Background: an optimization exercise with open tools, aiming at small area. Do not read the settings as production practice. In this exercise RTL edits were held to simulation tests only and were not proved equivalent to the original. Power and IR drop assume default switching activity.

// stepper_ctrl_top
module stepper_ctrl_top
(
  input  wire                    CLK,
  input  wire                    resetn,
  input  wire [64-1:0]   word_data_received,
  input  wire                    word_received,
  output logic [64-1:0]  word_send_data,
  output logic                   buffer_dtr,
  output logic                   move_done,
  input  wire                    halt,
  output stepper_pkg::motor_ctrl_t motor
);
Size in the first run: ~140 I/O pins, about 0.050 mm^2 of cells after synthesis.
==> flow/config.mk <==
export PLATFORM = sky130hd
export DESIGN_NAME = stepper_ctrl_top
export DESIGN_NICKNAME = stepper_ctrl_top
export VERILOG_FILES = /design/flow/design.v
export SDC_FILE = /design/flow/constraint.sdc
export NUM_CORES = 4
export LEC_CHECK = 0
export CAP_MARGIN = 30
export CORE_MARGIN = 2
export CORE_UTILIZATION = 40
export CTS_CLUSTER_DIAMETER = 150
export CTS_CLUSTER_SIZE = 24
export SLEW_MARGIN = 30
==> flow/constraint.sdc <==
create_clock -name core_clock -period 7.0 [get_ports {CLK}]
set_input_delay 1.4000 -clock core_clock [delete_from_list [all_inputs] [get_ports {CLK}]]
set_output_delay 1.4000 -clock core_clock [all_outputs]
set_load 0.01 [all_outputs]
standard.sh (not shown) runs the stock make flow with config.mk's settings and CLKGATE_MAP_FILE= SYNTH_SCRIPT=/design/flow/synth_recipe.tcl, a recipe that flattens the netlist after the stock synthesis.
==> flow/flow/run.sh <==
#!/bin/bash
# The standard layout, except that the port buffers are the smallest
# buffer cell instead of the flow's default delay buffer, and clock tree
# synthesis adds no dummy loads.
set -uo pipefail
bash standard.sh \
  BUFFER_PORTS_ARGS="-buffer_cell sky130_fd_sc_hd__buf_1" \
  CTS_ARGS="-sink_clustering_enable -repair_clock_nets -sink_clustering_size 24 -sink_clustering_max_diameter 150 -dont_use_dummy_load" \
  finish > standard.log 2>&1
Then changed:
--- a/flow/design.v
+++ b/flow/design.v
@@ -56,25 +56,30 @@
         rate_lo <= rate_lo_n;
         rate_c  <= rate_c_n;
       end
       if (ex) begin
         acc_hi  <= acc_hi_n;
         rate_hi <= rate_hi_n;
       end
     end
   end
+  logic [31:0] toggle;
+  assign toggle[0] = 1'b1;
+  for (genvar i = 0; i < 31; i++) begin : g_toggle
+    assign toggle[i+1] = toggle[i] & ~(position[i] ^ dir);
+  end
   always_ff @(posedge CLK) begin
     if (resetn) begin
       step     <= 1'b0;
       position <= '0;
     end else begin
-      step <= ex & carry;
-      if (ex & carry) position <= dir ? position + 1'b1 : position - 1'b1;
+      step     <= ex & carry;
+      position <= position ^ ({32{ex & carry}} & toggle);
     end
   end
 endmodule
 module dda_add32 (input wire [31:0] a, input wire [31:0] b, output wire [31:0] s, output wire co);
   wire [31:0] p = a ^ b;
   wire [31:0] g = a & b;
   wire gl0_0 = g[0];
   wire gl0_1 = g[1] | (p[1] & gl0_0);
   wire gl0_2 = g[2] | (p[2] & gl0_1);
@@ -278,19 +283,19 @@
   logic        word_received_q;
   logic        word_rise;
   logic [2:0]  wstate;       
   logic        in_move;
   logic [7:0]  header_cmd;
   logic        push;
   logic [1:0]  enable;
   logic [1:0]  brake;
   logic [7:0]  divisor;
-  logic [1:0]  wsel;         
+  logic [2:0]  wsel;         
   logic [31:0] snap0, snap1;
   logic [31:0] pos0, pos1;     
   logic [1:0]  p_dir;
   logic [31:0] p_dur;
   logic [63:0] p_inc0, p_ii0, p_inc1;   
   assign word_rise  = word_received & ~word_received_q;
   assign in_move    = (wstate != 3'd0);
   assign header_cmd = word_data_received[63:56];
   always_ff @(posedge CLK) begin
@@ -307,55 +312,48 @@
         if (wstate == 3'd3) p_ii0  <= word_data_received;
         if (wstate == 3'd4) p_inc1 <= word_data_received;
       end
     end
   end
   always_ff @(posedge CLK) begin
     if (resetn) begin
       word_received_q <= 1'b0;
       wstate          <= 3'd0;
-      wsel            <= 2'd0;
+      wsel            <= 3'b000;
       push            <= 1'b0;
       enable          <= '0;
       brake           <= '0;
       divisor         <= 8'(32);
     end else begin
       word_received_q <= word_received;
       push            <= 1'b0;
       if (word_rise) begin
-        wsel <= 2'd0;
+        wsel <= 3'b000;
         if (!in_move) begin
           wstate <= (header_cmd == 8'h01) ? 3'd1 : 3'd0;
           case (header_cmd)
             8'h0a: enable  <= word_data_received[1:0];
             8'h0b: brake   <= word_data_received[1:0];
             8'h20: divisor <= word_data_received[7:0];
-            8'hfe: wsel    <= 2'd1;
+            8'hfe: wsel    <= 3'b001;
             default: ;
           endcase
         end else begin
           wstate <= (wstate == 3'd5) ? 3'd0 : wstate + 3'd1;
-          if (wstate == 3'd1) wsel <= 2'd2;
-          if (wstate == 3'd3) wsel <= 2'd3;
+          if (wstate == 3'd1) wsel <= 3'b010;
+          if (wstate == 3'd3) wsel <= 3'b100;
           if (wstate == 3'd5) push <= 1'b1;
         end
       end
     end
   end
   logic [31:0] wsd_lo;
-  always_comb begin
-    case (wsel)
-      2'd1:    wsd_lo = 32'h0001_0003;
-      2'd2:    wsd_lo = snap0;
-      2'd3:    wsd_lo = snap1;
-      default: wsd_lo = 32'd0;
-    endcase
-  end
+  assign wsd_lo = ({32{wsel[0]}} & 32'h0001_0003) | ({32{wsel[1]}} & snap0) | ({32{wsel[2]}} & snap1);
   assign word_send_data = {{32{wsd_lo[31]}}, wsd_lo};
   logic [7:0] count;
   logic       tick;
   always_ff @(posedge CLK) begin
     if (resetn) begin
       count <= '0;
       tick  <= 1'b0;
     end else if (count == '0) begin
       count <= divisor;
- fmax came out higher by 6.8%
- global-route usage went up by 0.13 points
- worst setup slack improves by 0.41 ns
- total power came out higher by 0.38%
- count of clock-buffer cells in the layout shrinks by 1
- clock skew is about the same
- final cell count falls by 4.5%
- synthesized area is lower by 3.2%
- cell area fell by 3.1%
- non-clock buffer count came out higher by 7
- die area went down by 3.2%

## afterwards: timing with drivers on the ports
The results above use ideal ports. As a check the final layouts listed here were re-extracted and re-timed, cells and wires unchanged. Step 1 assumes that a clkbuf_16 drives the clock port and a buf_2 every other input. Step 2 moves the port delays by t, midway between the first and last clock arrival at a register: inputs arrive t later, outputs are due t later. That takes back most of the time a late clock gives input paths. Slacks: ideal / step 1 / step 2; pairs: ideal / step 1.
| run | shift t [ns] | slack for setup (ns) | worst register clock-pin slew, ns | worst data-port slew with drivers (ns) |
|---|---|---|---|---|
| the first run | 0.701 | 0.512 / 0.512 / 0.512 | 0.10 / 0.10 | 0.17 |
| the second run | 0.693 | 0.926 / 0.926 / 0.926 | 0.10 / 0.10 | 0.15 |
After both steps every run listed still meets setup and hold.
